This is an optimization exercise on Yosys and OpenROAD, whose aim is small area, a short achievable clock period and few clock cycles, not a production implementation.
Where RTL was checked, it was by simulation tests only, not by an equivalence proof against the original.
Power is estimated from default activity; no workload was simulated.

==> module qm_top, before the edit <==
module qm_top (
    input  logic        clk,
    input  logic        rst_n,
    input  logic        psel,
    input  logic        penable,
    input  logic        pwrite,
    input  logic [11:0] paddr,
    input  logic [31:0] pwdata,
    output logic [31:0] prdata,
    output logic        pready,
    output logic        pslverr
);
    function automatic logic [31:0] lowest(input logic [31:0] x);
        logic [31:0] p;
        p = x;
        for (int s = 0; s < 5; s++) begin
            for (int i = 0; i < 32; i++) begin
                if ((i >> s) & 1) p[i] = p[i] | p[((i >> s) << s) - 1];
            end
        end
        lowest = x & ~{p[30:0], 1'b0};
    endfunction
    function automatic logic [4:0] enc(input logic [31:0] oh);
        enc = '0;
        for (int i = 0; i < 32; i++) begin
            if (oh[i]) enc = enc | 5'(i);
        end
    endfunction
    logic setup, access;
    logic a_onset, a_ctrl, a_status, a_result, mapped;
    logic [4:0] k;
    assign setup    = psel & ~penable;
    assign access   = psel & penable;
    assign a_onset  = (paddr == 12'h000);
    assign a_ctrl   = (paddr == 12'h004);
    assign a_status = (paddr == 12'h008);
    assign a_result = (paddr[11:7] == 5'b00010) && (paddr[1:0] == 2'b00);
    assign mapped   = a_onset | a_ctrl | a_status | a_result;
    assign k        = paddr[6:2];
    logic [31:0] onset, spec, run_onset;
    logic        busy, busy_q, pend, done;
    logic        chg;
    logic [1:0]  stab;
    logic        prep_ok;
    assign spec = (psel && pwrite && a_onset) ? pwdata : onset;
    assign chg  = ~busy & ((setup & pwrite & a_onset) | busy_q);
    always_ff @(posedge clk) begin
        if (!rst_n) begin
            onset <= '0;
        end else if (access && pwrite && a_onset) begin
            onset <= pwdata;
        end
        if (!busy) begin
            run_onset <= spec;
        end
    end
    logic [31:0] row_nz_c;            
    logic [31:0] rowbits;             
    logic [4:0]  mcur;                
    logic [31:0] rr;                  
    logic [31:0] src_oh, row_c;
    logic [31:0] v_oh, rest;
    logic [4:0]  v;
    logic        ess;
    logic        prepping, go_q;
    logic        start_now, step, first, ins, last, any;
    logic [5:0]  prime_cnt, ess_cnt, pc_inc, ec_inc;
    logic [4:0]  age;
    qm_merge_engine i_engine (
        .f      (run_onset),
        .row_nz (row_nz_c),
        .row_oh (src_oh),
        .row    (row_c),
        .cmask  (mcur),
        .cval_oh(v_oh),
        .ess    (ess)
    );
    assign prepping = (~busy | pend) & ~prep_ok;
    assign src_oh = lowest(rr);
    assign v_oh = lowest(rowbits);
    assign v    = enc(v_oh);
    assign rest = rowbits & ~v_oh;
    assign any  = |rowbits;
    assign last = (rest == '0) && (rr == '0);
    always_ff @(posedge clk) begin
        go_q <= rst_n & setup & pwrite & a_ctrl & pwdata[0];
    end
    assign start_now = go_q & ~busy;
    assign step      = (start_now & prep_ok) | (busy & ~pend) | (pend & prep_ok);
    assign first     = step & ~(busy & ~pend);
    assign ins       = step & any;
    assign pc_inc = prime_cnt + 6'd1;
    assign ec_inc = ess_cnt + 6'd1;
    always_ff @(posedge clk) begin
        if (step) begin
            if (rest == '0) begin
                rowbits <= row_c;
                mcur    <= enc(src_oh);
                rr      <= rr & ~src_oh;
            end else begin
                rowbits <= rest;
            end
        end else if (prepping) begin
            if (stab == 2'd0) begin
                rr      <= row_nz_c;
            end else begin
                rowbits <= row_c;
                mcur    <= enc(src_oh);
                rr      <= rr & ~src_oh;
            end
        end
        age <= (first & ins) ? 5'd0 : age + 5'd1;
    end
    always_ff @(posedge clk) begin
        if (!rst_n) begin
            busy      <= 1'b0;
            busy_q    <= 1'b0;
            pend      <= 1'b0;
            done      <= 1'b0;
            stab      <= 2'd0;
            prime_cnt <= '0;
            ess_cnt   <= '0;
        end else begin
            busy_q <= busy;
            if ((!busy || pend) && !chg) begin
                stab <= (stab == 2'd2) ? 2'd2 : stab + 2'd1;
            end else begin
                stab <= 2'd0;
            end
            if (start_now) begin
                busy <= 1'b1;
                done <= 1'b0;
                pend <= ~prep_ok;
            end
            if (step) begin
                prime_cnt <= first ? {5'd0, ins} : pc_inc;
                if (first)           ess_cnt <= {5'd0, ins & ess};
                else if (ins && ess) ess_cnt <= ec_inc;
                pend      <= 1'b0;
                if (!any || last) begin
                    busy <= 1'b0;
                    done <= 1'b1;
                end else begin
                    busy <= 1'b1;
                    done <= 1'b0;
                end
            end
        end
    end
    assign prep_ok = (stab == 2'd2);
    logic [10:0] ring [32];
    always_ff @(posedge clk) begin
        ring[0] <= ins ? {ess, mcur, v} : ring[31];
        for (int j = 1; j < 32; j++) begin
            ring[j] <= ring[j-1];
        end
    end
    logic        rd_onset, rd_status, err_q;
    logic [10:0] rd_q;
    logic [10:0] rword;
    assign rword = ring[5'(age - k)];
    always_ff @(posedge clk) begin
        rd_q      <= (~pwrite & a_result & ({1'b0, k} < prime_cnt)) ? rword : 11'd0;
        rd_onset  <= ~pwrite & a_onset;
        rd_status <= ~pwrite & a_status;
        err_q     <= ~mapped | (pwrite & (a_status | a_result));
    end
    always_comb begin
        prdata = {15'd0, rd_q[10], 3'd0, rd_q[9:5], 3'd0, rd_q[4:0]};
        if (rd_onset)  prdata = prdata | onset;
        if (rd_status) prdata = prdata | {10'd0, ess_cnt, 2'd0, prime_cnt, 6'd0, done, busy};
    end
    assign pready  = 1'b1;
    assign pslverr = err_q;
endmodule
==> flow/config.mk <==
export PLATFORM = sky130hd
export DESIGN_NAME = qm_top
export DESIGN_NICKNAME = qm_top
export VERILOG_FILES = /design/flow/design.v
export SDC_FILE = /design/flow/constraint.sdc
export NUM_CORES = 8
export LEC_CHECK = 0
export CAP_MARGIN = 30
export CORE_MARGIN = 2
export CORE_UTILIZATION = 40
export SLEW_MARGIN = 20
==> flow/constraint.sdc <==
create_clock -name core_clock -period 12.0 [get_ports {clk}]
set_input_delay 2.4000 -clock core_clock [delete_from_list [all_inputs] [get_ports {clk}]]
set_output_delay 2.4000 -clock core_clock [all_outputs]
set_load 0.01 [all_outputs]
standard.sh (not shown) runs the stock make flow with config.mk's settings and CLKGATE_MAP_FILE= SYNTH_SCRIPT=/design/flow/synth_recipe.tcl, a recipe that flattens the netlist after the stock synthesis.
==> flow/flow/run.sh <==
#!/bin/bash
# Standard ORFS flow, with timing repair aiming past the clock target and
# plain buffers on the ports.
set -euo pipefail
bash standard.sh SETUP_SLACK_MARGIN=8 'BUFFER_PORTS_ARGS=-buffer_cell sky130_fd_sc_hd__buf_2' finish > standard.log 2>&1
==> next run, changes <==
--- a/flow/design.v
+++ b/flow/design.v
@@ -697,9 +697,8 @@
         end
     end
-    logic [31:0] row_nz_c;            
+    logic [31:0] row_nz_c, nz_q;      
     logic [31:0] rowbits;             
     logic [4:0]  mcur;                
-    logic [31:0] rr;                  
-    logic [31:0] src_oh, row_c;
+    logic [31:0] gt_row, src, src_oh, row_c;
     logic [31:0] v_oh, rest;
     logic [4:0]  v;
@@ -718,11 +717,15 @@
         .ess    (ess)
     );
+    always_comb begin
+        for (int m = 0; m < 32; m++) gt_row[m] = (5'(m) > mcur);
+    end
     assign prepping = (~busy | pend) & ~prep_ok;
-    assign src_oh = lowest(rr);
+    assign src    = nz_q & (prepping ? 32'hFFFF_FFFF : gt_row);
+    assign src_oh = lowest(src);
     assign v_oh = lowest(rowbits);
     assign v    = enc(v_oh);
     assign rest = rowbits & ~v_oh;
     assign any  = |rowbits;
-    assign last = (rest == '0) && (rr == '0);
+    assign last = (rest == '0) && (src == '0);
     always_ff @(posedge clk) begin
         go_q <= rst_n & setup & pwrite & a_ctrl & pwdata[0];
@@ -735,20 +738,15 @@
     assign ec_inc = ess_cnt + 6'd1;
     always_ff @(posedge clk) begin
+        nz_q <= row_nz_c;
         if (step) begin
             if (rest == '0) begin
                 rowbits <= row_c;
                 mcur    <= enc(src_oh);
-                rr      <= rr & ~src_oh;
             end else begin
                 rowbits <= rest;
             end
         end else if (prepping) begin
-            if (stab == 2'd0) begin
-                rr      <= row_nz_c;
-            end else begin
-                rowbits <= row_c;
-                mcur    <= enc(src_oh);
-                rr      <= rr & ~src_oh;
-            end
+            rowbits <= row_c;
+            mcur    <= enc(src_oh);
         end
         age <= (first & ins) ? 5'd0 : age + 5'd1;
@@ -798,17 +796,22 @@
         end
     end
-    logic        rd_onset, rd_status, err_q;
-    logic [10:0] rd_q;
+    logic        rd_status, err_q;
+    logic [31:0] rd_q;
     logic [10:0] rword;
+    logic [31:0] rd_word;
     assign rword = ring[5'(age - k)];
+    always_comb begin
+        rd_word = '0;
+        if (a_onset) rd_word = onset;
+        if (a_result && ({1'b0, k} < prime_cnt))
+            rd_word = {15'd0, rword[10], 3'd0, rword[9:5], 3'd0, rword[4:0]};
+    end
     always_ff @(posedge clk) begin
-        rd_q      <= (~pwrite & a_result & ({1'b0, k} < prime_cnt)) ? rword : 11'd0;
-        rd_onset  <= ~pwrite & a_onset;
+        rd_q      <= pwrite ? 32'd0 : rd_word;
         rd_status <= ~pwrite & a_status;
         err_q     <= ~mapped | (pwrite & (a_status | a_result));
     end
     always_comb begin
-        prdata = {15'd0, rd_q[10], 3'd0, rd_q[9:5], 3'd0, rd_q[4:0]};
-        if (rd_onset)  prdata = prdata | onset;
+        prdata = rd_q;
         if (rd_status) prdata = prdata | {10'd0, ess_cnt, 2'd0, prime_cnt, 6'd0, done, busy};
     end
=> Power falls by 37%; global-route usage came out higher by 4.7 points; cell count went up by 2.6%; design area grows by 3.5%; worst setup slack got worse by 110 ps; core utilization climbs by 0.90 points.
Testbench counts after the change, summed over its fixed seeds: cycles 7,828.
Function not checked in the first run of this note: the RTL went through the layout flow alone.

what the ideal ports hide:
The flow's constraints put no driver on any port. The routed layouts listed below were extracted and timed again, unchanged, in two steps.
Step 1, drivers: a clkbuf_16 drives clk and a buf_2 each remaining input, both assumed.
Step 2 times the ports against the registers' clock, not the clock port: input delays grow and output delays shrink by t, the midpoint of the rising clock arrivals with the driver on.
Three values: no drivers, after step 1, after step 2; two values: the first two.
run | shift t [ns] | slack for setup (ns) | worst setup path after step 2
the first run | 0.681 | 7.503 / 7.518 / 6.836 | input to register
the second run | 0.703 | 7.395 / 7.402 / 6.699 | input to register
After both steps setup and hold are still met in every run listed. For the second run, which loses most, drivers alone change the setup slack by +0.007 ns; drivers and shift together by -0.696 ns.
